This design comes from an exercise in tuning for small area, a short achievable clock period and few clock cycles per item on the open sky130 flow, not from production work.
RTL that was checked went through simulation tests only; none was proved equivalent to the original.
The RTL of run 6 was laid out without a check of its function.

==> flow/design.v <==
`default_nettype none
package sw_pkg;
    localparam int REF_MAX_LEN  = 16;
    localparam int READ_MAX_LEN = 8;
    localparam int SW           = 6;
endpackage
`default_nettype wire
`timescale 1ns/1ps
`default_nettype none
module sw_seq_loader (
    input  logic        clk,
    input  logic        rst,
    input  logic        i_valid,
    input  logic [31:0] i_ref_seq,
    input  logic [15:0] i_read_seq,
    input  logic [4:0]  i_ref_len,
    input  logic [3:0]  i_read_len,
    input  logic        i_credit_ok,
    output logic        o_ready,
    output logic        o_start,
    output logic [7:0]  o_match,
    output logic [3:0]  o_read_len,
    output logic        o_first,
    output logic        o_last
);
    logic       run;
    logic [3:0] cnt;
    logic       active;
    logic [1:0] ref_base;
    assign o_start  = !run && i_valid && i_credit_ok;
    assign active   = run || o_start;
    assign ref_base = i_ref_seq[2*cnt +: 2];
    always_ff @(posedge clk or posedge rst) begin
        if (rst) begin
            run     <= 1'b0;
            cnt     <= '0;
            o_ready <= 1'b0;
            o_last  <= 1'b0;
        end else begin
            o_last  <= active && ({1'b0, cnt} + 5'd1 == i_ref_len);
            o_ready <= active && !o_ready && ({1'b0, cnt} + 5'd2 >= i_ref_len);
            if (o_ready) begin
                run <= 1'b0;
                cnt <= '0;
            end else if (active) begin
                run <= 1'b1;
                cnt <= cnt + 4'd1;
            end
        end
    end
    always_ff @(posedge clk) begin
        o_first <= o_start;
        for (int r = 0; r < sw_pkg::READ_MAX_LEN; r++) begin
            o_match[r] <= (ref_base == i_read_seq[2*r +: 2]);
        end
        o_read_len <= i_read_len;
    end
endmodule
`default_nettype wire
`timescale 1ns/1ps
`default_nettype none
module sw_pe #(
    parameter int ROW = 0
) (
    input  logic       i_first,
    input  logic       i_match,
    input  logic [5:0] i_left_ht,
    input  logic [5:0] i_left_et,
    input  logic [5:0] i_diag_ht,
    output logic [5:0] o_et,
    output logic [5:0] o_key,
    output logic [5:0] o_self
);
    function automatic logic gt(input logic [5:0] a, input logic [5:0] b);
        logic g;
        g = 1'b0;
        for (int i = 0; i < 6; i++) begin
            g = (a[i] & ~b[i]) | (a[i] & g) | (~b[i] & g);
        end
        gt = g;
    endfunction
    localparam logic [5:0] KMASK = 6'((1 << $clog2(6 * ROW + 8)) - 1);
    logic [5:0] a2;
    logic [5:0] b2;
    logic [5:0] d2;
    logic       a_gt_b;
    logic       d_top;
    logic       s_d;
    logic       s_a;
    logic       s_b;
    assign a2 = KMASK & 6'(int'(i_left_et) - 1);
    assign b2 = KMASK & ((int'(i_left_ht) > ROW + 7) ? 6'(int'(i_left_ht) - 5) : 6'(ROW + 2));
    generate
        if (ROW == 0) begin : g_top
            assign d2 = i_match ? 6'd7 : 6'd2;
        end else begin : g_below
            assign d2 = KMASK & (i_diag_ht + {!i_match, !i_match, !i_match, 1'b1, 1'b0, !i_match});
        end
    endgenerate
    assign a_gt_b = gt(a2, b2);
    assign d_top  = !gt(a2, d2) && !gt(b2, d2);
    assign s_d    = !i_first && d_top;
    assign s_a    = !i_first && !d_top && a_gt_b;
    assign s_b    = !i_first && !d_top && !a_gt_b;
    assign o_et   = i_first ? 6'(ROW + 2) : (a_gt_b ? a2 : b2);
    assign o_key  = ({6{s_d}} & d2) | ({6{s_a}} & a2) | ({6{s_b}} & b2)
                  | ({6{i_first}} & (i_match ? 6'(ROW + 7) : 6'(ROW + 2)));
    assign o_self = o_key + 6'd2;
endmodule
`default_nettype wire
`timescale 1ns/1ps
`default_nettype none
module sw_pe_array (
    input  logic        clk,
    input  logic        rst,
    input  logic [7:0]  i_match,
    input  logic        i_first,
    input  logic        i_last,
    output logic [47:0] o_ht,
    output logic        o_first,
    output logic        o_last
);
    localparam int N = sw_pkg::READ_MAX_LEN;
    function automatic logic gt(input logic [5:0] a, input logic [5:0] b);
        logic g;
        g = 1'b0;
        for (int i = 0; i < 6; i++) begin
            g = (a[i] & ~b[i]) | (a[i] & g) | (~b[i] & g);
        end
        gt = g;
    endfunction
    function automatic logic [5:0] max2(input logic [5:0] a, input logic [5:0] b);
        max2 = gt(b, a) ? b : a;
    endfunction
    function automatic logic [5:0] max3(input logic [5:0] a, input logic [5:0] b,
                                        input logic [5:0] c);
        logic ab;
        logic ac;
        logic bc;
        ab = !gt(b, a);
        ac = !gt(c, a);
        bc = !gt(c, b);
        max3 = ({6{ab && ac}} & a) | ({6{!ab && bc}} & b) | ({6{!ac && !bc}} & c);
    endfunction
    function automatic logic [5:0] max4(input logic [5:0] a, input logic [5:0] b,
                                        input logic [5:0] c, input logic [5:0] d);
        logic ab;
        logic ac;
        logic ad;
        logic bc;
        logic bd;
        logic cd;
        ab = !gt(b, a);
        ac = !gt(c, a);
        ad = !gt(d, a);
        bc = !gt(c, b);
        bd = !gt(d, b);
        cd = !gt(d, c);
        max4 = ({6{ab && ac && ad}} & a) | ({6{!ab && bc && bd}} & b)
             | ({6{!ac && !bc && cd}} & c) | ({6{!ad && !bd && !cd}} & d);
    endfunction
    function automatic logic gt_p2(input logic [5:0] a, input logic [5:0] b);
        logic g;
        g = 1'b1;
        for (int k = 5; k >= 0; k--) begin
            g = !gt(6'(b >> (k + 1)), 6'(a >> (k + 1))) || (a[k] && !b[k] && g);
        end
        gt_p2 = g;
    endfunction
    function automatic logic [5:0] top2(input logic [5:0] k, input logic [5:0] m);
        top2 = gt_p2(k, m) ? 6'(k + 6'd2) : m;
    endfunction
    function automatic logic [5:0] top3(input logic [5:0] k, input logic [5:0] m1,
                                        input logic [5:0] m2);
        logic s1;
        logic s2;
        logic m21;
        s1  = gt_p2(k, m1);
        s2  = gt_p2(k, m2);
        m21 = gt(m2, m1);
        top3 = ({6{s1 && s2}} & 6'(k + 6'd2)) | ({6{!s1 && !m21}} & m1) | ({6{!s2 && m21}} & m2);
    endfunction
    function automatic int ht_bits(input int r);
        ht_bits = $clog2(6 * r + 10);
    endfunction
    function automatic int e_bits(input int r);
        e_bits = $clog2(6 * r + 5);
    endfunction
    logic [5:0] ht   [0:N-1];
    logic [5:0] e    [0:N-1];
    logic [5:0] e_n  [0:N-1];
    logic [5:0] key  [0:N-1];
    logic [5:0] self [0:N-1];
    logic [5:0] ht_n [0:N-1];
    generate
        for (genvar r = 0; r < N; r++) begin : g_row
            localparam int HB = ht_bits(r);
            localparam int EB = e_bits(r);
            logic [HB-1:0] ht_q;
            logic [EB-1:0] e_q;
            logic [5:0]    diag;
            assign ht[r] = 6'(ht_q);
            assign e[r]  = 6'(e_q);
            if (r == 0) begin : g_top
                assign diag = '0;
            end else begin : g_below
                assign diag = ht[r-1];
            end
            sw_pe #(.ROW(r)) pe_inst (
                .i_first   (i_first),
                .i_match   (i_match[r]),
                .i_left_ht (ht[r]),
                .i_left_et (e[r]),
                .i_diag_ht (diag),
                .o_et      (e_n[r]),
                .o_key     (key[r]),
                .o_self    (self[r])
            );
            always_ff @(posedge clk) begin
                ht_q <= HB'(ht_n[r]);
                e_q  <= EB'(e_n[r]);
            end
        end
    endgenerate
    logic [5:0] m01;
    logic [5:0] m012;
    logic [5:0] m0123;
    logic [5:0] m45;
    logic [5:0] m456;
    assign m01   = max2(key[0], key[1]);
    assign m012  = max3(key[0], key[1], key[2]);
    assign m0123 = max4(key[0], key[1], key[2], key[3]);
    assign m45   = max2(key[4], key[5]);
    assign m456  = max3(key[4], key[5], key[6]);
    assign ht_n[0] = self[0];
    assign ht_n[1] = top2(key[1], key[0]);
    assign ht_n[2] = top2(key[2], m01);
    assign ht_n[3] = top2(key[3], m012);
    assign ht_n[4] = top2(key[4], m0123);
    assign ht_n[5] = top3(key[5], m0123, key[4]);
    assign ht_n[6] = top3(key[6], m0123, m45);
    assign ht_n[7] = top3(key[7], m0123, m456);
    always_ff @(posedge clk or posedge rst) begin
        if (rst) begin
            o_last <= 1'b0;
        end else begin
            o_last <= i_last;
        end
    end
    always_ff @(posedge clk) begin
        o_first <= i_first;
    end
    generate
        for (genvar r = 0; r < N; r++) begin : g_out
            assign o_ht[6*r +: 6] = ht[r];
        end
    endgenerate
endmodule
`default_nettype wire
`timescale 1ns/1ps
`default_nettype none
module sw_max_select (
    input  logic        clk,
    input  logic        rst,
    input  logic        i_start,
    input  logic [47:0] i_ht,
    input  logic [3:0]  i_read_len,
    input  logic        i_first,
    input  logic        i_last,
    input  logic        i_ready,
    output logic        o_credit_ok,
    output logic        o_valid,
    output logic [9:0]  o_score,
    output logic [2:0]  o_row,
    output logic [3:0]  o_column
);
    localparam int N = sw_pkg::READ_MAX_LEN;
    function automatic logic gt(input logic [5:0] a, input logic [5:0] b);
        logic g;
        g = 1'b0;
        for (int i = 0; i < 6; i++) begin
            g = (a[i] & ~b[i]) | (a[i] & g) | (~b[i] & g);
        end
        gt = g;
    endfunction
    function automatic logic gt9(input logic [8:0] a, input logic [8:0] b);
        logic g;
        g = 1'b0;
        for (int i = 0; i < 9; i++) begin
            g = (a[i] & ~b[i]) | (a[i] & g) | (~b[i] & g);
        end
        gt9 = g;
    endfunction
    logic [3:0] read_len;
    logic [7:0] row_en;
    always_ff @(posedge clk) begin
        read_len <= i_read_len;
    end
    always_comb begin
        for (int r = 0; r < N; r++) begin
            row_en[r] = (4'(r) < read_len);
        end
    end
    logic [5:0] h [0:N-1];
    generate
        for (genvar r = 0; r < N; r++) begin : g_h
            localparam logic [5:0] HMASK = 6'((1 << $clog2(5 * r + 6)) - 1);
            assign h[r] = row_en[r] ? (HMASK & 6'(i_ht[6*r +: 6] - 6'(r + 4))) : 6'd0;
        end
    endgenerate
    logic [5:0] s1 [0:3];
    logic [2:0] r1 [0:3];
    logic [5:0] s2 [0:1];
    logic [2:0] r2 [0:1];
    logic [5:0] cmax;
    logic [2:0] crow;
    generate
        for (genvar i = 0; i < 4; i++) begin : g_l1
            logic lo;
            assign lo    = gt(h[2*i+1], h[2*i]);
            assign s1[i] = lo ? h[2*i+1] : h[2*i];
            assign r1[i] = lo ? 3'(2*i+1) : 3'(2*i);
        end
        for (genvar i = 0; i < 2; i++) begin : g_l2
            logic lo;
            assign lo    = gt(s1[2*i+1], s1[2*i]);
            assign s2[i] = lo ? s1[2*i+1] : s1[2*i];
            assign r2[i] = lo ? r1[2*i+1] : r1[2*i];
        end
    endgenerate
    logic lo3;
    assign lo3  = gt(s2[1], s2[0]);
    assign cmax = lo3 ? s2[1] : s2[0];
    assign crow = lo3 ? r2[1] : r2[0];
    logic [5:0]  c_max;
    logic [2:0]  c_row;
    logic        c_first;
    logic        c_last;
    always_ff @(posedge clk or posedge rst) begin
        if (rst) begin
            c_last <= 1'b0;
        end else begin
            c_last <= i_last;
        end
    end
    always_ff @(posedge clk) begin
        c_max   <= cmax;
        c_row   <= crow;
        c_first <= i_first;
    end
    logic [5:0]  b_score;
    logic [2:0]  b_row;
    logic [3:0]  b_col;
    logic        b_full;
    logic [3:0]  col;
    logic        win;
    logic [12:0] n_best;
    assign win    = c_first || gt9({c_max, ~c_row}, {b_score, ~b_row});
    assign n_best = win ? {c_max, c_row, (c_first ? 4'd0 : col)} : {b_score, b_row, b_col};
    logic        take;
    logic        out_free;
    logic [1:0]  inflight;
    logic [12:0] o_data;
    assign take        = o_valid && i_ready;
    assign out_free    = !o_valid || take;
    assign o_credit_ok = !inflight[1] || take;
    always_ff @(posedge clk or posedge rst) begin
        if (rst) begin
            inflight <= '0;
            o_valid  <= 1'b0;
            b_full   <= 1'b0;
        end else begin
            inflight <= inflight + 2'(i_start) - 2'(take);
            if (b_full) begin
                if (out_free) begin
                    o_valid <= 1'b1;
                    b_full  <= 1'b0;
                end
            end else if (c_last) begin
                if (out_free) begin
                    o_valid <= 1'b1;
                end else begin
                    b_full <= 1'b1;
                end
            end else if (take) begin
                o_valid <= 1'b0;
            end
        end
    end
    always_ff @(posedge clk) begin
        col <= c_first ? 4'd1 : col + 4'd1;
        if (!b_full) begin
            {b_score, b_row, b_col} <= n_best;
        end
        if (out_free) begin
            o_data <= b_full ? {b_score, b_row, b_col} : n_best;
        end
    end
    assign o_score  = {4'd0, o_data[12:7]};
    assign o_row    = o_data[6:4];
    assign o_column = o_data[3:0];
endmodule
`default_nettype wire
`timescale 1ns/1ps
`default_nettype none
module sw_core (
    input  logic        clk,
    input  logic        rst,
    input  logic        i_valid,
    input  logic [31:0] i_ref_seq,
    input  logic [15:0] i_read_seq,
    input  logic [4:0]  i_ref_len,
    input  logic [3:0]  i_read_len,
    input  logic        i_ready,
    output logic        o_ready,
    output logic        o_valid,
    output logic [9:0]  o_score,
    output logic [2:0]  o_row,
    output logic [3:0]  o_column
);
    logic        credit_ok;
    logic        start;
    logic [7:0]  match;
    logic [3:0]  c_read_len;
    logic        c_first;
    logic        c_last;
    logic [47:0] ht;
    logic        h_first;
    logic        h_last;
    sw_seq_loader loader_inst (
        .clk         (clk),
        .rst         (rst),
        .i_valid     (i_valid),
        .i_ref_seq   (i_ref_seq),
        .i_read_seq  (i_read_seq),
        .i_ref_len   (i_ref_len),
        .i_read_len  (i_read_len),
        .i_credit_ok (credit_ok),
        .o_ready     (o_ready),
        .o_start     (start),
        .o_match     (match),
        .o_read_len  (c_read_len),
        .o_first     (c_first),
        .o_last      (c_last)
    );
    sw_pe_array array_inst (
        .clk      (clk),
        .rst      (rst),
        .i_match  (match),
        .i_first  (c_first),
        .i_last   (c_last),
        .o_ht     (ht),
        .o_first  (h_first),
        .o_last   (h_last)
    );
    sw_max_select select_inst (
        .clk         (clk),
        .rst         (rst),
        .i_start     (start),
        .i_ht        (ht),
        .i_read_len  (c_read_len),
        .i_first     (h_first),
        .i_last      (h_last),
        .i_ready     (i_ready),
        .o_credit_ok (credit_ok),
        .o_valid     (o_valid),
        .o_score     (o_score),
        .o_row       (o_row),
        .o_column    (o_column)
    );
endmodule
`default_nettype wire
==> flow/run.sh <==
#!/bin/bash
# synth_recipe.tcl (not shown) runs the flow's synth.tcl, then flattens the netlist and writes it again
# the make line also repeats each setting of config.mk as NAME=value (left out here)
make -C /OpenROAD-flow-scripts/flow DESIGN_CONFIG=/design/flow/config.mk WORK_HOME=/design/flow/orfs CLKGATE_MAP_FILE= SYNTH_SCRIPT=/design/flow/synth_recipe.tcl finish
==> flow/config.mk <==
export PLATFORM = sky130hd
export DESIGN_NAME = sw_core
export DESIGN_NICKNAME = sw_core
export VERILOG_FILES = /design/flow/design.v
export SDC_FILE = /design/flow/constraint.sdc
export NUM_CORES = 4
export LEC_CHECK = 0
export ABC_AREA = 1
export CAP_MARGIN = 20
export CORE_MARGIN = 2
export CORE_UTILIZATION = 40
export CTS_BUF_LIST = sky130_fd_sc_hd__clkbuf_8
export PLACE_DENSITY = 0.8
export SLEW_MARGIN = 20
==> flow/constraint.sdc <==
create_clock -name core_clock -period 13.0 [get_ports {clk}]
set_input_delay 2.6000 -clock core_clock [delete_from_list [all_inputs] [get_ports {clk}]]
set_output_delay 2.6000 -clock core_clock [all_outputs]
set_load 0.01 [all_outputs]
==> flow_summary_export.csv, run 1 <==
group,metric,value,unit
global_routing,overflow,0,
die,start_util,40.2,%
critical_path,required,13.34,ns
critical_path,cp_max_fo,11,
synthesis,synth_edf_count,26,
clocking,cts_buffers,17,
synthesis,yosys_register_bits,153,
synthesis,syn_area,14600,µm²
clocking,cts_setup_buffers,0,
synthesis,syn_inst,2434,
worst_hold_path,min_to,"select_inst.read_len[0]",
cells_and_area,layout.nets,2638,
synthesis,avgSynthCellArea,6.01,µm²
critical_path,crit_top_cell,"nand2_1",
cells_and_area,drive_gt1_share,7.90,%
outcome,outcome,"complete, no violations",
cells_and_area,areaGrowthSynthToFinish,11.2,%
critical_path,critPathCaptureType,"flop",
die,fp.coreArea,36300,µm²
die,placement_rows,70,
critical_path,rr_worst_depth,30,
critical_path,startpoint,"array_inst.g_row[3].ht_q[0]",
die,die_h,195,µm
sta,tightest_slew,0.931,ns
global_routing,grt_pass1_wl,64.9,mm
sta,finalSetupViolCount,0,
critical_path,r2r-start,"array_inst.g_row[3].ht_q[0]",
routing,postRouteWirelength,38.5,mm
clocking,postCtsResizedCells,0,
synthesis,ys_top_cells_by_area,"nand2_1 19%, dfxtp_1 16%, inv_1 9.3%, nand3_1 6.4%, ha_1 6.2%",
clocking,cts_hold_buffers,0,
global_routing,antenna_found_initial,0,
sta,hold_viol,0,
global_routing,grt_max_degree,42,
synthesis,synth_top_area_cell,"nand2_1",
die,die_w,195,µm
die,dieArea,38100,µm²
cells_and_area,diodes,0,
critical_path,regToRegSetupSlack,8.18,ns
placed_design,gp_congestion,0.987,
synthesis,synth-async-reset-ratio,8.50,%
placed_design,placed_area,15800,µm²
sta,fmax,207,MHz
routing,drtIter0Drc,1359,
die,pin_count,80,
global_routing,grt_pass1_vias,13700,
clocking,clock_latency,0.47,ns
worst_hold_path,hp-start,"loader_inst.o_read_len[0]",
critical_path,startpoint_type,"flop",
synthesis,ys_types,57,
synthesis,yosysSeqAreaShare,23.2,%
sta,fin_crit,4.82,ns
critical_path,cpMaxStageDelayCell,"nand3_1",
synthesis,synthFlopType,"dfxtp_1",
cells_and_area,fin_area,16300,µm²
routing,ant_nets,0,
worst_hold_path,hp-class,"reg -> reg",
sta,finalSetupTns,0,ns
global_routing,grt_use_total,20.3,%
sta,finalClockSkew,0.0207,ns
critical_path,crit_arrival,5.16,ns
synthesis,yosys_warnings,25,
worst_hold_path,hold_depth,0,
flow_run,cap_violations,0,
sta,fin_crit_sh,37.1,%
routing,drt_pre_antenna_iters,5,
critical_path,cp_top_family,"simple AND/OR/NAND/NOR gates",
critical_path,crit_buf_inv,3,
sta,slew_violations,0,
clocking,clk_pin_slew,0.10,ns
clocking,cts_max_level,4,
placed_design,io_buffers,75,
placed_design,hpwl,30.2,mm
sta,maxSlewHeadroom,37.5,%
clocking,cts_tree,"yes",
clocking,clock_sink_count,153,
routing,drcViolationCount,0,
routing,wl_per_cell,12.9,µm
clocking,cts_buffer_depth,2,
sta,grt_setup_unrepaired,"false",
critical_path,worstSetupPathType,"reg -> reg",
routing,vias,15200,
clocking,root_buffer,"clkbuf_8",
critical_path,critPathMaxStageDelay,0.57,ns
critical_path,reg2reg_to,"array_inst.g_row[6].ht_q[2]",
routing,vias_per_cell,5.10,
synthesis,yosysTopAreaCellShare,19.1,%
[worst max path at each step]
stage | depth (start not counted) | end
after global placement | 30 | array_inst.g_row[6].ht_q[1]
after detailed placement | 29 | array_inst.g_row[6].ht_q[2]
after floorplan | 7 | loader_inst.o_match[0]
final | 30 | array_inst.g_row[6].ht_q[2]
after CTS | 29 | array_inst.g_row[6].ht_q[2]
after global routing | 30 | array_inst.g_row[6].ht_q[0]
[per-stage QoR]
step	hold slack [ns]	utilization [%]	setup WS [ns]	std cells
after floorplan	0.310	-	9.30	2437
after global placement	0.310	43.6	8.41	2954
after detailed placement	0.312	43.6	8.32	2954
after CTS	0.337	44.8	8.27	2986
after global routing	0.347	44.8	7.57	2986
final	0.336	44.8	8.18	2986
[cell usage in the layout (no fill, tap or decap), drive strengths merged, types with 13 or more instances in the layout]
cell and n:
inv 413, dfrtp 13, a21oi 85, clkbuf 17, clkdlybuf4s50 75, nand3 202
nand4 49, xnor2 36, nand2 783, nor2 253, o21ai 191, ha 72
edfxtp 26, dfxtp 114, nor3 16, or2 17, o22ai 30, xor2 43
[registers in the layout, summed over array words and instances (netlist names), 3 cells and up]
signal,flops
array_inst.g_row.ht_q,42
select_inst.read_len,4
select_inst.c_row,3
loader_inst.o_match,8
loader_inst.cnt,4
array_inst.g_row.e_q,40
select_inst.b_row,3
select_inst.c_max,6
select_inst.b_col,4
select_inst.col,4
select_inst.o_data,13
select_inst.b_score,6
loader_inst.o_read_len,4
[cells by family after synthesis]
group / after synthesis / synth area share (%)
flops: 153 / 23.2
buf+inv: 439 / 11.6
fa+ha+maj: 74 / 6.30
other cells: 1 / 0.0256
compound gates: 359 / 14.4
xor+xnor: 79 / 4.73
simple gates: 1329 / 39.7
[routing by layer]
metal  share of wire, %  GRT usage, %
met1                 47          27.6
met2                 45          34.0
met3                6.5          2.78
met4                1.6          4.98
met5                  0             0
[synthesized netlist by cell type, drive strengths merged, types with 3 or more instances]
cell type / n
o21a: 3
nand4: 49
a22oi: 7
o21ai: 191
nor3: 16
o21bai: 10
a31oi: 3
o22ai: 30
ha: 72
nor2: 253
clkinv: 4
xor2: 43
or2: 17
inv: 406
edfxtp: 26
dfxtp: 114
dfrtp: 13
clkbuf: 14
nand3: 202
o211ai: 10
a21oi: 85
nand2: 783
xnor2: 36
o221ai: 9
buf: 15
a21o: 3
nand3b: 8
[area by class of cell]
class,count,area [µm²]
Tap cell,468,586
Sequential cell,153,3390
Multi-Input combinational cell,1845,9550
Clock buffer,17,234
Timing Repair Buffer,78,773
Inverter,410,1540
Clock inverter,15,196
Fill cell,3699,20100
[worst register-to-register path, delay by kind of cell (launching register included)]
| kind | cells | cell delay, ns |
|---|---|---|
| simple gates | 22 | 2.89 |
| compound gates | 4 | 0.62 |
| flops | 1 | 0.51 |
| buf+inv | 3 | 0.45 |
| fa+ha+maj | 1 | 0.22 |
Testbench counts, summed over its fixed seeds: cycles 19,677, jobs 1,600.
==> run 2, diff against run 1 <==
--- a/flow/config.mk
+++ b/flow/config.mk
@@ -6,9 +6,8 @@
 export NUM_CORES = 4
 export LEC_CHECK = 0
-export ABC_AREA = 1
+export ABC_AREA = 0
 export CAP_MARGIN = 20
 export CORE_MARGIN = 2
 export CORE_UTILIZATION = 40
 export CTS_BUF_LIST = sky130_fd_sc_hd__clkbuf_8
-export PLACE_DENSITY = 0.8
 export SLEW_MARGIN = 20
==> run 2 against run 1 <==
Still clean. Area after synthesis grew 7.4%. Final area grew 6.2%. Via count grew 2.0%. Worst setup slack lost 1.6 ns. Core utilization shrank 0.14 points. Hold slack lost 0.00051 ns.
==> flow_summary_export.csv, run 2 <==
group,metric,value,unit
global_routing,antenna_found_initial,0,
critical_path,crit_arrival,6.80,ns
synthesis,yosysSeqAreaShare,21.6,%
clocking,cts_tree,"yes",
cells_and_area,final_cell_mix,"187 x nor2_1, 147 x nand2_1, 116 x a21oi_1",
cells_and_area,fillCellCount,3809,
global_routing,overflow,0,
worst_hold_path,hold_depth,0,
global_routing,grt_max_degree,49,
sta,fin_crit,6.41,ns
synthesis,synth_edf_count,26,
die,die_h,202,µm
synthesis,avgSynthCellArea,7.96,µm²
synthesis,synthFlopType,"dfxtp_1",
routing,drcViolationCount,0,
synthesis,synth-async-reset-ratio,8.50,%
critical_path,cpMaxStageDelayCell,"dfxtp_1",
sta,tightest_slew,1.03,ns
clocking,root_buffer,"clkbuf_8",
synthesis,synth_top_area_cell,"dfxtp_1",
worst_hold_path,min_to,"select_inst.c_first",
cells_and_area,top_regs,"array_inst.g_row.ht_q: 42 flops, array_inst.g_row.e_q: 40 flops, select_inst.o_data: 13 flops",
sta,fin_crit_sh,49.3,%
placed_design,gp_congestion,0.946,
clocking,cts_hold_buffers,0,
critical_path,startpoint_type,"flop",
sta,finalClockSkew,0.0249,ns
die,start_util,40.5,%
synthesis,ys_types,130,
routing,drt_pre_antenna_iters,6,
clocking,clock_latency,0.52,ns
critical_path,r2r-start,"array_inst.g_row[5].ht_q[0]",
clocking,cts_setup_buffers,0,
cells_and_area,seq_area,3390,µm²
die,die_w,202,µm
cells_and_area,instances_no_fill,2537,
outcome,outcome,"complete, no violations",
critical_path,startpoint,"array_inst.g_row[5].ht_q[0]",
synthesis,yosys_register_bits,153,
critical_path,required,13.39,ns
critical_path,critPathCaptureType,"flop",
cells_and_area,largest-register,"array_inst.g_row.ht_q",
clocking,postCtsResizedCells,0,
global_routing,grt_pass1_wl,78.4,mm
synthesis,yosysTopAreaCellShare,14.5,%
routing,drtIter0Drc,1490,
synthesis,yosys_warnings,25,
cells_and_area,drive_gt1_share,9.66,%
routing,ant_nets,0,
sta,slew_violations,0,
cells_and_area,final_common_cell,"nor2_1",
die,fp.coreArea,38700,µm²
placed_design,post-place-ws,6.82,ns
cells_and_area,fin_area,17300,µm²
global_routing,grt_pass1_vias,15000,
critical_path,cp_top_family,"compound AO/OA/AOI/OAI gates",
routing,vias,15500,
worst_hold_path,hp-start,"array_inst.o_first",
routing,postRouteWirelength,48.7,mm
placed_design,io_buffers,75,
sta,hold_viol,0,
synthesis,syn_inst,1974,
die,dieArea,40900,µm²
sta,setup_slack,6.59,ns
placed_design,placed_area,16800,µm²
clocking,clock_sink_count,153,
critical_path,reg2reg_to,"array_inst.g_row[7].ht_q[4]",
synthesis,ys_top_cells_by_area,"dfxtp_1 15%, ha_1 5.7%, edfxtp_1 5.0%, nor2_1 4.5%, xnor2_1 3.7%",
sta,grt_setup_unrepaired,"false",
sta,finalSetupTns,0,ns
clocking,cts_buffer_depth,2,
clocking,cts_max_level,4,
routing,vias_per_cell,6.12,
clocking,cts_buffers,17,
sta,finalSetupViolCount,0,
critical_path,regToRegSetupSlack,6.59,ns
critical_path,critPathMaxStageDelay,0.67,ns
synthesis,synth_commonest_cells,"187 x nor2_1, 147 x nand2_1, 116 x a21oi_1",
placed_design,place_inst,2505,
die,placement_rows,72,
synthesis,syn_area,15700,µm²
critical_path,crit_top_cell,"a221o_1",
synthesis,synthMostInstantiatedCell,"nor2_1",
global_routing,grt_use_total,23.6,%
worst_hold_path,hp-class,"reg -> reg",
critical_path,worstSetupPathType,"reg -> reg",
placed_design,hpwl,37.1,mm
cells_and_area,largest_reg_flops,42,
critical_path,path_cells,"inv_1 -> ha_1 -> nor4bb_1 -> a21o_1 -> maj3_1 -> a21oi_1 -> o31ai_2 -> a221o_1 -> and3_1 -> inv_8 -> a222oi_1 -> o31a_1 -> nand2_1 -> o32ai_2 -> nor3_2 -> o311ai_1 -> a311oi_1 -> o21a_2 -> or2_4 -> a221o_1",
flow_run,cap_violations,0,
critical_path,crit_buf_inv,2,
die,pin_count,80,
critical_path,cp_max_fo,12,
critical_path,rr_worst_depth,20,
cells_and_area,layout.nets,2139,
sta,fmax,156,MHz
cells_and_area,diodes,0,
sta,maxSlewHeadroom,30.8,%
routing,wl_per_cell,19.2,µm
cells_and_area,areaGrowthSynthToFinish,10.1,%
cells_and_area,multiInputGateArea,11500,µm²
clocking,clk_pin_slew,0.10,ns
## run 2: cell count changes after synthesis, sizes merged, moves of 53 or more
cell   delta
o21ai    -67
nor2     -63
nand3   -146
nor3     +53
nand2   -634
inv     -297
## run 2: per-layer routing
metal	vias to the layer above	global-route usage, %	wire length [µm]
li1	7523	-	-
met2	583	39.6	22400
met1	7325	30.6	21600
met4	0	8.92	1550
met5	-	0	0
met3	105	3.71	3200
## run 2: cells by family (layout without fill, tap and decap cells)
family                   after synthesis  count (layout)  synth area share, %
other                                  1               4               0.0239
XOR/XNOR                             128             128                 7.14
AO/OA/AOI/OAI                        657             657                 31.0
multiplexers                          73              73                 5.74
buffers and inverters                190             232                 5.00
AND/OR/NAND/NOR                      666             666                 21.6
adder cells (fa/ha/maj)              106             106                 7.93
flip-flops                           153             153                 21.6
## run 2: how the worst max path moves through the flow
stage / slack, ns / end / depth (start not counted)
after detailed placement: 6.82 / array_inst.g_row[7].ht_q[2] / 20
final: 6.59 / array_inst.g_row[7].ht_q[4] / 20
after floorplan: 7.77 / array_inst.g_row[7].ht_q[1] / 22
after global routing: 6.26 / array_inst.g_row[7].ht_q[2] / 20
after CTS: 6.79 / array_inst.g_row[7].ht_q[4] / 20
after global placement: 6.98 / array_inst.g_row[7].ht_q[4] / 20
## run 2: final cells by class
class | count | area share [%]
clock buffers | 17 | 1.35
clock inverters | 15 | 1.17
inverters | 114 | 2.52
multi-input cells | 1634 | 66.8
flip-flops and latches | 153 | 19.6
well taps | 518 | 3.75
repair buffers | 86 | 4.82
## run 2: per-stage QoR
stage	utilization, %	hold WS [ns]
floorplan	-	0.310
global placement	43.5	0.310
detailed placement	43.5	0.312
CTS	44.6	0.338
global route	44.6	0.352
finish	44.6	0.335
==> run 3, diff against run 2 <==
--- a/flow/config.mk
+++ b/flow/config.mk
@@ -6,5 +6,5 @@
 export NUM_CORES = 4
 export LEC_CHECK = 0
-export ABC_AREA = 0
+export ABC_AREA = 1
 export CAP_MARGIN = 20
 export CORE_MARGIN = 2
==> run 3 against run 2 <==
Still clean on timing, DRC and antenna. Fmax rose by 33%. First-iteration DRC count fell by 28%. Via count fell by 1.3%. Largest cell class unchanged. Highest routed layer unchanged.
==> flow_summary_export.csv, run 3 <==
group,metric,value,unit
routing,vias,15300,
die,die_h,195,µm
placed_design,io_buffers,75,
sta,fin_crit,4.81,ns
synthesis,synth_edf_count,26,
sta,tightest_slew,0.950,ns
cells_and_area,final_cell_mix,"744 x nand2_1, 367 x inv_1, 224 x nor2_1",
cells_and_area,top_regs,"array_inst.g_row.ht_q: 42 flops, array_inst.g_row.e_q: 40 flops, select_inst.o_data: 13 flops",
routing,drt_pre_antenna_iters,8,
critical_path,worstSetupPathType,"reg -> reg",
synthesis,syn_inst,2434,
synthesis,yosysTopAreaCellShare,19.1,%
critical_path,cpMaxStageDelayCell,"nand3_1",
routing,postRouteWirelength,41.5,mm
critical_path,crit_top_cell,"nand2_1",
sta,hold_viol,0,
sta,finalSetupTns,0,ns
synthesis,yosys_warnings,25,
cells_and_area,diodes,0,
global_routing,grt_use_total,21.9,%
cells_and_area,multiInputGateArea,9550,µm²
clocking,cts_tree,"yes",
critical_path,critPathCaptureType,"flop",
cells_and_area,drive_gt1_share,7.70,%
cells_and_area,largest-register,"array_inst.g_row.ht_q",
synthesis,synth_commonest_cells,"744 x nand2_1, 364 x inv_1, 224 x nor2_1",
clocking,clk_pin_slew,0.09,ns
synthesis,synth_top_area_cell,"nand2_1",
routing,drcViolationCount,0,
critical_path,critPathMaxStageDelay,0.53,ns
clocking,cts_buffers,17,
synthesis,ys_types,57,
critical_path,startpoint_type,"flop",
clocking,clock_sink_count,153,
cells_and_area,seq_area,3390,µm²
sta,finalSetupViolCount,0,
synthesis,syn_area,14600,µm²
cells_and_area,fillCellCount,3804,
die,start_util,40.2,%
cells_and_area,largest_reg_flops,42,
routing,drtIter0Drc,1080,
die,dieArea,38100,µm²
cells_and_area,layout.nets,2638,
clocking,postCtsResizedCells,0,
sta,fmax,208,MHz
clocking,cts_max_level,4,
clocking,root_buffer,"clkbuf_8",
global_routing,grt_max_degree,41,
die,placement_rows,70,
routing,vias_per_cell,5.14,
clocking,cts_buffer_depth,2,
synthesis,synthMostInstantiatedCell,"nand2_1",
die,die_w,195,µm
synthesis,ys_top_cells_by_area,"nand2_1 19%, dfxtp_1 16%, inv_1 9.3%, nand3_1 6.4%, ha_1 6.2%",
clocking,cts_hold_buffers,0,
synthesis,avgSynthCellArea,6.01,µm²
cells_and_area,areaGrowthSynthToFinish,10.6,%
outcome,outcome,"complete, no violations",
global_routing,grt_pass1_vias,14200,
synthesis,yosysSeqAreaShare,23.2,%
routing,wl_per_cell,13.9,µm
placed_design,gp_congestion,0.950,
critical_path,required,13.39,ns
sta,maxSlewHeadroom,36.3,%
sta,finalClockSkew,0.0183,ns
synthesis,yosys_register_bits,153,
placed_design,hpwl,32.6,mm
global_routing,grt_pass1_wl,68.7,mm
cells_and_area,final_common_cell,"nand2_1",
die,pin_count,80,
cells_and_area,instances_no_fill,2986,
sta,grt_setup_unrepaired,"false",
critical_path,crit_arrival,5.20,ns
worst_hold_path,hp-class,"reg -> reg",
critical_path,cp_max_fo,11,
global_routing,overflow,0,
placed_design,place_inst,2954,
routing,ant_nets,0,
synthesis,synth-async-reset-ratio,8.50,%
sta,slew_violations,0,
flow_run,cap_violations,0,
die,fp.coreArea,36300,µm²
clocking,cts_setup_buffers,0,
clocking,clock_latency,0.51,ns
global_routing,antenna_found_initial,0,
synthesis,synthFlopType,"dfxtp_1",
sta,fin_crit_sh,37.0,%
-- run 3: cell types whose count changed after synthesis, sizes merged, moves of 38 or more --
cell	change
nor2	+63
inv	+297
a21oi	-38
a211oi	-40
nand4	+46
nand2b	-38
o21ai	+67
nand3	+146
nor3	-53
nand2	+634
-- run 3: worst paths after layout --
check,endpoint,depth (start not counted),startpoint,slack (ns)
setup / recovery,array_inst.g_row[6].ht_q[2],29,loader_inst.o_match[3],8.19
hold / removal,select_inst.c_first,0,array_inst.o_first,0.33
setup reg to reg,array_inst.g_row[6].ht_q[2],29,loader_inst.o_match[3],8.19
hold reg to reg,select_inst.c_first,0,array_inst.o_first,0.33
max in group asynchronous,loader_inst.cnt[1],2,rst,10.25
min in group asynchronous,select_inst.inflight[0],2,rst,2.41
-- run 3: kinds of logic after synthesis --
family,synth area share [%]
DFF,23.2
xor gates and xnor gates,4.73
AOI/OAI and AO/OA,14.4
buffers and inverters,11.6
adders and majority gates,6.30
and+or+nand+nor,39.7
other,0.0256
-- run 3: area by class of cell --
cell class,instances,share of cell area (%)
Clock buffer,17,1.45
Clock inverter,15,0.642
Inverter,410,9.51
Multi-Input combinational cell,1845,59.0
Sequential cell,153,21.0
Tap cell,468,3.62
Timing Repair Buffer,78,4.78
-- run 3: stage by stage --
stage	utilization [%]	area, µm²	worst slack [ns]	hold WS, ns
global route	44.5	16200	7.73	0.329
finish	44.5	16200	8.19	0.334
floorplan	-	14600	9.30	0.310
global placement	43.6	15800	8.38	0.311
detailed placement	43.6	15800	8.28	0.312
CTS	44.5	16200	8.27	0.330
-- run 3: per-layer routing --
metal | GRT usage [%] | part of all wire [%]
met5 | 0 | 0
met1 | 29.4 | 48
met2 | 36.0 | 45
met3 | 2.83 | 4.9
met4 | 7.72 | 2.4
-- run 3: critical path, delay by kind of cell (launching register included) --
kind / cells / cell delay, ns
buf+inv: 3 / 0.39
flops: 1 / 0.43
compound gates: 2 / 0.35
fa+ha+maj: 2 / 0.42
simple gates: 21 / 2.94
xor+xnor: 1 / 0.18
==> run 4, diff against run 3 <==
--- a/flow/config.mk
+++ b/flow/config.mk
@@ -9,5 +9,5 @@
 export CAP_MARGIN = 20
 export CORE_MARGIN = 2
-export CORE_UTILIZATION = 40
+export CORE_UTILIZATION = 50
 export CTS_BUF_LIST = sky130_fd_sc_hd__clkbuf_8
 export SLEW_MARGIN = 20
==> run 4 against run 3 <==
Core utilization up 12 points. Cell count decreased by 2.8%. First-iteration DRC count rose by 28%. Final area about the same. Global-route usage grew 5.0 points. Highest routed layer unchanged. Still clean on timing, DRC and antenna. Via count increased by 0.33%. Clock-buffer cell count did not move. Clock skew decreased by 0.0023 ns. Worst setup slack lost 0.063 ns. Sequential cell count unchanged.
==> flow_summary_export.csv, run 4 <==
group,metric,value,unit
global_routing,grt_pass1_vias,14000,
critical_path,cpMaxStageDelayCell,"dfxtp_1",
critical_path,crit_buf_inv,5,
synthesis,synth-async-reset-ratio,8.50,%
placed_design,hpwl,32.3,mm
worst_hold_path,hp-class,"reg -> reg",
sta,finalSetupViolCount,0,
critical_path,worstSetupPathType,"reg -> reg",
sta,finalClockSkew,0.0159,ns
sta,fin_crit_sh,37.5,%
clocking,clock_latency,0.50,ns
worst_hold_path,min_to,"select_inst.c_first",
sta,slew_violations,0,
clocking,root_buffer,"clkbuf_8",
cells_and_area,multiInputGateArea,9550,µm²
critical_path,crit_top_cell,"nand2_1",
synthesis,synthMuxAreaShare,0,%
critical_path,startpoint_type,"flop",
routing,vias,15400,
synthesis,yosysTopAreaCellShare,19.1,%
sta,fmax,205,MHz
routing,drtIter0Drc,1381,
routing,ant_nets,0,
critical_path,cp_top_family,"simple AND/OR/NAND/NOR gates",
synthesis,synthFlopType,"dfxtp_1",
clocking,cts_hold_buffers,0,
cells_and_area,largest-register,"array_inst.g_row.ht_q",
cells_and_area,seq_area,3390,µm²
die,placement_rows,62,
critical_path,rr_worst_depth,30,
critical_path,critPathCaptureType,"flop",
placed_design,io_buffers,75,
cells_and_area,final_common_cell,"nand2_1",
die,die_h,175,µm
cells_and_area,largest_reg_flops,42,
sta,hold_viol,0,
routing,vias_per_cell,5.30,
synthesis,synth_compound_area_share,14.4,%
synthesis,synth_edf_count,26,
die,die_w,175,µm
sta,finalSetupTns,0,ns
cells_and_area,diodes,0,
critical_path,cp_max_fo,11,
routing,wl_per_cell,14.1,µm
synthesis,synth_top_family_by_area,"simple AND/OR/NAND/NOR gates",
placed_design,placed_area,15700,µm²
cells_and_area,final_cell_mix,"744 x nand2_1, 364 x inv_1, 224 x nor2_1",
synthesis,synth_xor_area_share,4.73,%
synthesis,synthMostInstantiatedCell,"nand2_1",
synthesis,avgSynthCellArea,6.01,µm²
synthesis,syn_area,14600,µm²
critical_path,critPathMaxStageDelay,0.49,ns
die,fp.coreArea,28800,µm²
clocking,clock_sink_count,153,
cells_and_area,top_regs,"array_inst.g_row.ht_q: 42 flops, array_inst.g_row.e_q: 40 flops, select_inst.o_data: 13 flops",
critical_path,regToRegSetupSlack,8.12,ns
cells_and_area,drive_gt1_share,7.94,%
sta,tightest_slew,0.901,ns
synthesis,synth_commonest_cells,"744 x nand2_1, 364 x inv_1, 224 x nor2_1",
synthesis,ys_top_cells_by_area,"nand2_1 19%, dfxtp_1 16%, inv_1 9.3%, nand3_1 6.4%, ha_1 6.2%",
critical_path,r2r-start,"array_inst.g_row[2].ht_q[1]",
critical_path,reg2reg_to,"array_inst.g_row[6].ht_q[4]",
sta,maxSlewHeadroom,39.9,%
die,dieArea,30600,µm²
global_routing,grt_max_degree,41,
synthesis,yosysSeqAreaShare,23.2,%
die,pin_count,80,
flow_run,cap_violations,0,
global_routing,overflow,0,
global_routing,grt_pass1_wl,67.8,mm
clocking,cts_tree,"yes",
synthesis,syn_inst,2434,
placed_design,gp_congestion,0.935,
critical_path,crit_arrival,5.26,ns
clocking,clk_pin_slew,0.11,ns
global_routing,antenna_found_initial,0,
synthesis,ys_types,57,
clocking,cts_buffer_depth,2,
die,start_util,50.8,%
synthesis,yosys_register_bits,153,
cells_and_area,fillCellCount,2903,
synthesis,synth-simple-area-share,39.7,%
clocking,postCtsResizedCells,0,
synthesis,synth_top_area_cell,"nand2_1",
worst_hold_path,hold_depth,0,
cells_and_area,fin_area,16200,µm²
cells_and_area,layout.nets,2639,
sta,grt_setup_unrepaired,"false",
cells_and_area,areaGrowthSynthToFinish,10.7,%
global_routing,grt_use_total,26.9,%
routing,postRouteWirelength,40.8,mm
routing,drt_pre_antenna_iters,9,
routing,drcViolationCount,0,
outcome,outcome,"complete, no violations",
worst_hold_path,hp-start,"array_inst.o_first",
clocking,cts_max_level,4,
critical_path,required,13.38,ns
clocking,cts_buffers,17,
sta,fin_crit,4.88,ns
synthesis,yosys_warnings,25,
synthesis,synthAdderAreaFrac,6.30,%
clocking,cts_setup_buffers,0,
run 4: cell counts after synthesis:
Identical to the previous run, type by type.
run 4: cells by family (layout without fill, tap and decap cells):
group	count (synthesis)	after routing
DFF	153	153
other	1	4
adders and majority gates	74	74
xor gates and xnor gates	79	79
buffers and inverters	439	521
and+or+nand+nor	1329	1329
AOI/OAI and AO/OA	359	359
run 4: layout make-up:
class,count,area share [%]
inverter,410,9.51
clock buffer,17,1.45
sequential,153,20.9
timing repair buffer,79,4.93
multi-input combinational,1845,59.0
clock inverter,15,1.19
tap,384,2.97
run 4: layer usage:
layer / vias to the layer above / part of all wire (%) / GRT usage [%]
li1: 7934 / - / -
met1: 6894 / 48 / 37.2
met2: 515 / 44 / 43.7
met3: 48 / 6.1 / 4.26
met4: 0 / 1.5 / 6.84
met5: - / 0 / 0
run 4: worst max path at each step:
stage                           startpoint                     endpoint  slack, ns  depth (start not counted)
4_1_cts             loader_inst.o_match[4]  array_inst.g_row[7].ht_q[0]       8.24                         31
5_1_grt        array_inst.g_row[2].ht_q[1]  array_inst.g_row[6].ht_q[3]       7.68                         30
3_5_place_dp        loader_inst.o_match[4]  array_inst.g_row[7].ht_q[0]       8.27                         31
6_report       array_inst.g_row[2].ht_q[1]  array_inst.g_row[6].ht_q[4]       8.12                         30
2_1_floorplan                 i_ref_seq[3]       loader_inst.o_match[0]       9.30                          7
3_3_place_gp        loader_inst.o_match[4]  array_inst.g_row[7].ht_q[0]       8.25                         31
run 4: through the flow:
step | hold WS (ns) | util (%) | setup WS [ns] | instances
finish | 0.339 | 56.2 | 8.12 | 2903
global route | 0.340 | 56.2 | 7.68 | 2903
CTS | 0.334 | 56.1 | 8.24 | 2902
detailed placement | 0.313 | 54.7 | 8.27 | 2870
global placement | 0.312 | 54.7 | 8.25 | 2870
floorplan | 0.310 | - | 9.30 | 2437
==> run 5, diff against run 4 <==
--- a/flow/config.mk
+++ b/flow/config.mk
@@ -9,5 +9,5 @@
 export CAP_MARGIN = 20
 export CORE_MARGIN = 2
-export CORE_UTILIZATION = 50
+export CORE_UTILIZATION = 58
 export CTS_BUF_LIST = sky130_fd_sc_hd__clkbuf_8
 export SLEW_MARGIN = 20
==> run 5 against run 4 <==
Die area down 13%. Critical path type unchanged. Sequential cell count unchanged. First-iteration DRC count up 19%. Critical path depth down 1. Area after synthesis unchanged.
==> flow_summary_export.csv, run 5 <==
group,metric,value,unit
outcome,outcome,"complete, no violations",
synthesis,syn_inst,2434,
clocking,clk_pin_slew,0.12,ns
die,start_util,58.6,%
sta,maxSlewHeadroom,36.6,%
sta,slew_violations,0,
synthesis,synth_top_area_cell,"nand2_1",
synthesis,syn_area,14600,µm²
global_routing,overflow,0,
sta,finalSetupTns,0,ns
clocking,cts_tree,"yes",
synthesis,synthMostInstantiatedCell,"nand2_1",
synthesis,yosysTopAreaCellShare,19.1,%
placed_design,post-place-ws,8.20,ns
clocking,clock_sink_count,153,
die,fp.coreArea,25000,µm²
critical_path,critPathMaxStageDelay,0.51,ns
placed_design,placed_area,15700,µm²
clocking,clock_latency,0.49,ns
cells_and_area,top_regs,"array_inst.g_row.ht_q: 42 flops, array_inst.g_row.e_q: 40 flops, select_inst.o_data: 13 flops",
sta,whs,0.330,ns
cells_and_area,largest-register,"array_inst.g_row.ht_q",
placed_design,io_buffers,75,
cells_and_area,layout.nets,2638,
critical_path,startpoint_type,"flop",
placed_design,place_inst,2816,
clocking,root_buffer,"clkbuf_8",
flow_run,cap_violations,0,
critical_path,cp_max_fo,11,
die,placement_rows,58,
synthesis,yosys_register_bits,153,
clocking,cts_setup_buffers,0,
critical_path,crit_arrival,5.27,ns
placed_design,hpwl,31.1,mm
routing,drcViolationCount,0,
synthesis,avgSynthCellArea,6.01,µm²
routing,postRouteWirelength,39.4,mm
synthesis,synth-async-reset-ratio,8.50,%
synthesis,synthFlopType,"dfxtp_1",
cells_and_area,final_cell_mix,"744 x nand2_1, 364 x inv_1, 224 x nor2_1",
global_routing,grt_use_total,29.9,%
global_routing,grt_pass1_vias,14100,
cells_and_area,final_common_cell,"nand2_1",
cells_and_area,fin_area,16100,µm²
cells_and_area,instances_no_fill,2848,
global_routing,antenna_found_initial,0,
die,dieArea,26500,µm²
synthesis,synth_edf_count,26,
critical_path,cpMaxStageDelayCell,"nand3_1",
sta,hold_viol,0,
sta,grt_setup_unrepaired,"false",
cells_and_area,multiInputGateArea,9550,µm²
sta,tightest_slew,0.945,ns
clocking,cts_max_level,4,
sta,finalClockSkew,0.0271,ns
sta,setup_slack,8.09,ns
clocking,postCtsResizedCells,0,
critical_path,crit_top_cell,"nand2_1",
critical_path,required,13.36,ns
sta,fmax,204,MHz
clocking,cts_buffers,17,
critical_path,critPathCaptureType,"flop",
clocking,cts_buffer_depth,2,
sta,finalSetupViolCount,0,
global_routing,grt_max_degree,43,
worst_hold_path,hp-class,"reg -> reg",
routing,drt_pre_antenna_iters,8,
global_routing,grt_pass1_wl,65.5,mm
cells_and_area,largest_reg_flops,42,
sta,fin_crit,4.91,ns
critical_path,regToRegSetupSlack,8.09,ns
routing,ant_nets,0,
routing,vias,15600,
synthesis,ys_types,57,
synthesis,synth_commonest_cells,"744 x nand2_1, 364 x inv_1, 224 x nor2_1",
die,die_h,163,µm
cells_and_area,drive_gt1_share,7.86,%
critical_path,worstSetupPathType,"reg -> reg",
cells_and_area,diodes,0,
cells_and_area,fillCellCount,2445,
synthesis,yosys_warnings,25,
cells_and_area,seq_area,3390,µm²
placed_design,gp_congestion,1.01,
routing,drtIter0Drc,1649,
die,die_w,163,µm
cells_and_area,areaGrowthSynthToFinish,10.1,%
synthesis,ys_top_cells_by_area,"nand2_1 19%, dfxtp_1 16%, inv_1 9.3%, nand3_1 6.4%, ha_1 6.2%",
sta,fin_crit_sh,37.8,%
die,pin_count,80,
routing,wl_per_cell,13.8,µm
clocking,cts_hold_buffers,0,
synthesis,yosysSeqAreaShare,23.2,%
routing,vias_per_cell,5.47,
==> run 5: cell types whose count changed in the layout (fill, tap and decap cells not counted) <==
cell	previous run	this run
dfxtp_2	1	0
clkinv_4	1	0
dfxtp_1	113	114
inv_6	2	3
inv_8	4	2
inv_12	0	3
clkinvlp_4	1	0
clkbuf_16	1	0
==> run 5: metal layers <==
| layer | vias up | track usage [%] | routed length (µm) | share of wire [%] |
|---|---|---|---|---|
| met5 | - | 0 | 0 | 0 |
| met2 | 582 | 49.0 | 17400 | 44 |
| met1 | 6990 | 40.6 | 18400 | 47 |
| met4 | 0 | 7.56 | 620 | 1.6 |
| met3 | 68 | 5.37 | 2960 | 7.5 |
| li1 | 7942 | - | - | - |
==> run 5: cell type report <==
class                      instances  area share, %
tap                              330           2.56
timing repair buffer              78           4.80
sequential                       153           21.0
clock inverter                    15           1.31
clock buffer                      17           1.45
inverter                         410           9.55
multi-input combinational       1845           59.3
==> run 5: worst max-delay path: cells and delay by family, from the launching register on <==
family                   cells  cell delay (ns)
flip-flops                   1             0.44
AND/OR/NAND/NOR             21             2.97
AO/OA/AOI/OAI                2             0.36
adder cells (fa/ha/maj)      2             0.43
buffers and inverters        3             0.41
XOR/XNOR                     1             0.19
==> run 5: cells by family after synthesis <==
family | synth area share, %
simple gates | 39.7
buf+inv | 11.6
compound gates | 14.4
flops | 23.2
xor+xnor | 4.73
fa+ha+maj | 6.30
other cells | 0.0256
==> run 5: per-stage QoR <==
step                util (%)
floorplan                  -
global placement        62.7
detailed placement      62.7
CTS                     64.5
global route            64.5
finish                  64.5
==> run 5: final timing paths <==
check	startpoint	endpoint	depth (start not counted)
min in group asynchronous	rst	array_inst.o_last	2
worst max register to register	loader_inst.o_match[3]	array_inst.g_row[6].ht_q[2]	29
max in group asynchronous	rst	loader_inst.cnt[3]	2
worst min-delay path	loader_inst.o_read_len[0]	select_inst.read_len[0]	0
worst min register to register	loader_inst.o_read_len[0]	select_inst.read_len[0]	0
worst max-delay path	loader_inst.o_match[3]	array_inst.g_row[6].ht_q[2]	29
==> run 6, diff against run 5 <==
--- a/flow/design.v
+++ b/flow/design.v
@@ -90,5 +90,11 @@
     logic       s_b;
     assign a2 = KMASK & 6'(int'(i_left_et) - 1);
-    assign b2 = KMASK & ((int'(i_left_ht) > ROW + 7) ? 6'(int'(i_left_ht) - 5) : 6'(ROW + 2));
+    generate
+        if (ROW == 0) begin : g_b_top
+            assign b2 = KMASK & ((int'(i_left_ht) > ROW + 7) ? 6'(int'(i_left_ht) - 5) : 6'(ROW + 2));
+        end else begin : g_b
+            assign b2 = KMASK & 6'(int'(i_left_ht) - 5);
+        end
+    endgenerate
     generate
         if (ROW == 0) begin : g_top
@@ -103,5 +109,7 @@
     assign s_a    = !i_first && !d_top && a_gt_b;
     assign s_b    = !i_first && !d_top && !a_gt_b;
-    assign o_et   = i_first ? 6'(ROW + 2) : (a_gt_b ? a2 : b2);
+    logic [5:0] et;
+    assign et   = a_gt_b ? a2 : b2;
+    assign o_et = (i_first || !(int'(et) > ROW + 3)) ? 6'(ROW + 3) : et;
     assign o_key  = ({6{s_d}} & d2) | ({6{s_a}} & a2) | ({6{s_b}} & b2)
                   | ({6{i_first}} & (i_match ? 6'(ROW + 7) : 6'(ROW + 2)));
--- a/flow/config.mk
+++ b/flow/config.mk
@@ -9,5 +9,5 @@
 export CAP_MARGIN = 20
 export CORE_MARGIN = 2
-export CORE_UTILIZATION = 58
+export CORE_UTILIZATION = 40
 export CTS_BUF_LIST = sky130_fd_sc_hd__clkbuf_8
 export SLEW_MARGIN = 20
==> run 6 against run 5 <==
Area after synthesis up 1.7%. Non-clock buffer count unchanged. Die area up 46%. Register-to-register slack better by 0.08 ns. Synthesized cell count down 0.37%. Hold slack worse by 0.0069 ns. Sequential cell count unchanged. Critical path type unchanged. Largest cell class unchanged.
==> flow_summary_export.csv, run 6 <==
group,metric,value,unit
placed_design,hpwl,34.5,mm
critical_path,startpoint_type,"flop",
cells_and_area,fin_util,44.8,%
cells_and_area,multiInputGateArea,9860,µm²
die,start_util,40.6,%
synthesis,yosys_register_bits,153,
cells_and_area,final_common_cell,"nand2_1",
global_routing,grt_pass1_vias,14500,
placed_design,io_buffers,75,
placed_design,place_inst,2940,
sta,setup_slack,8.17,ns
sta,maxSlewHeadroom,36.4,%
clocking,cts_hold_buffers,0,
global_routing,overflow,0,
sta,fmax,207,MHz
routing,ant_nets,0,
die,die_w,197,µm
cells_and_area,final_cell_mix,"752 x nand2_1, 316 x inv_1, 210 x nor2_1",
synthesis,synth-async-reset-ratio,8.50,%
synthesis,synth_top_area_cell,"nand2_1",
routing,vias,15500,
synthesis,ys_types,66,
clocking,root_buffer,"clkbuf_8",
die,fp.coreArea,36600,µm²
global_routing,grt_use_total,22.5,%
routing,drcViolationCount,0,
synthesis,syn_inst,2425,
synthesis,syn_area,14900,µm²
sta,finalClockSkew,0.0183,ns
cells_and_area,areaGrowthSynthToFinish,10.2,%
routing,drt_pre_antenna_iters,7,
outcome,outcome,"complete, no violations",
cells_and_area,largest-register,"array_inst.g_row.ht_q",
clocking,cts_setup_buffers,0,
die,die_h,197,µm
critical_path,worstSetupPathType,"reg -> reg",
critical_path,critPathCaptureType,"flop",
cells_and_area,layout.nets,2618,
synthesis,avgSynthCellArea,6.13,µm²
cells_and_area,top_regs,"array_inst.g_row.ht_q: 42 flops, array_inst.g_row.e_q: 40 flops, select_inst.o_data: 13 flops",
clocking,postCtsResizedCells,0,
worst_hold_path,hp-class,"reg -> reg",
cells_and_area,drive_gt1_share,9.94,%
critical_path,cp_max_fo,11,
sta,hold_viol,0,
critical_path,required,13.37,ns
clocking,clk_pin_slew,0.10,ns
clocking,cts_buffers,17,
routing,drtIter0Drc,1321,
global_routing,grt_pass1_wl,70.8,mm
synthesis,synthMostInstantiatedCell,"nand2_1",
routing,vias_per_cell,5.21,
sta,fin_crit,4.83,ns
placed_design,post-place-ws,8.24,ns
clocking,cts_buffer_depth,2,
synthesis,yosysTopAreaCellShare,19.0,%
clocking,clock_sink_count,153,
cells_and_area,instances_no_fill,2973,
die,placement_rows,70,
clocking,cts_max_level,4,
sta,whs,0.323,ns
cells_and_area,largest_reg_flops,42,
global_routing,grt_max_degree,39,
clocking,clock_latency,0.49,ns
critical_path,critPathMaxStageDelay,0.65,ns
synthesis,synth_edf_count,26,
sta,finalSetupViolCount,0,
cells_and_area,fillCellCount,3874,
sta,fin_crit_sh,37.1,%
routing,postRouteWirelength,43.0,mm
placed_design,placed_area,16000,µm²
critical_path,crit_top_cell,"nand2_1",
sta,finalSetupTns,0,ns
global_routing,antenna_found_initial,1,
sta,grt_setup_unrepaired,"false",
clocking,cts_tree,"yes",
critical_path,crit_arrival,5.20,ns
cells_and_area,fin_area,16400,µm²
die,pin_count,80,
synthesis,yosysSeqAreaShare,22.8,%
sta,slew_violations,0,
synthesis,synth_commonest_cells,"752 x nand2_1, 314 x inv_1, 210 x nor2_1",
critical_path,cpMaxStageDelayCell,"dfxtp_1",
routing,wl_per_cell,14.5,µm
synthesis,synthFlopType,"dfxtp_1",
cells_and_area,seq_area,3390,µm²
synthesis,ys_top_cells_by_area,"nand2_1 19%, dfxtp_1 15%, inv_1 7.9%, nand3_1 6.5%, ha_1 5.6%",
flow_run,cap_violations,0,
placed_design,gp_congestion,0.960,
sta,tightest_slew,0.948,ns
die,dieArea,38700,µm²
synthesis,yosys_warnings,25,
[run 6: per-layer routing]
layer,share of wire [%],track usage (%)
met5,0,0
met4,2.5,6.77
met3,6.1,3.70
met1,47,30.0
met2,44,37.1
[run 6: kinds of logic after synthesis]
logic type	after synthesis	synth area share (%)
other cells	1	0.0252
xor+xnor	91	5.64
fa+ha+maj	68	5.69
flops	153	22.8
buf+inv	413	11.0
simple gates	1352	40.6
compound gates	347	14.3
[run 6: worst paths after layout]
kind	startpoint	end	slack [ns]	cells past startpoint
max	array_inst.g_row[4].ht_q[0]	array_inst.g_row[7].ht_q[4]	8.17	34
min	loader_inst.o_read_len[3]	select_inst.read_len[3]	0.32	0
max reg2reg	array_inst.g_row[4].ht_q[0]	array_inst.g_row[7].ht_q[4]	8.17	34
min reg2reg	loader_inst.o_read_len[3]	select_inst.read_len[3]	0.32	0
max in group asynchronous	rst	select_inst.b_full	10.19	2
min in group asynchronous	rst	loader_inst.o_ready	2.45	2
[run 6: area by class of cell]
class	instances	area share (%)
clock buffer	17	1.43
sequential	153	20.7
timing repair buffer	78	4.72
antenna	1	0.0153
clock inverter	15	0.733
inverter	379	8.71
tap	468	3.57
multi-input combinational	1862	60.2
[run 6: critical path: cells and delay by family (launching register included)]
family / cells / cell delay (ns)
buffers and inverters: 4 / 0.41
flip-flops: 1 / 0.65
XOR/XNOR: 1 / 0.34
adder cells (fa/ha/maj): 1 / 0.28
AND/OR/NAND/NOR: 28 / 3.04

## re-timing with driven ports
Ports are ideal in the flow. The routed layouts listed here were re-timed in OpenROAD.
Step 1 sets driving cells, clkbuf_16 on the clock port and buf_2 on the other inputs (assumed; they add their load-dependent delay and slew).
Step 2 also shifts input and output timing later by t, the mid clock arrival at the registers, as if the neighbouring blocks saw the same clock.
Three values: no drivers, after step 1, after step 2; two values: the first two.
run	t, ns	setup slack, ns	worst data-port slew with drivers (ns)
run 1	0.512	8.176 / 8.176 / 8.176	0.05
run 2	0.554	6.592 / 6.592 / 6.592	0.04
run 3	0.549	8.188 / 8.188 / 8.188	0.05
run 4	0.546	8.125 / 8.125 / 8.125	0.04
run 5	0.528	8.091 / 8.091 / 8.091	0.04
run 6	0.532	8.171 / 8.171 / 8.171	0.08
After both steps every run listed still meets setup and hold.
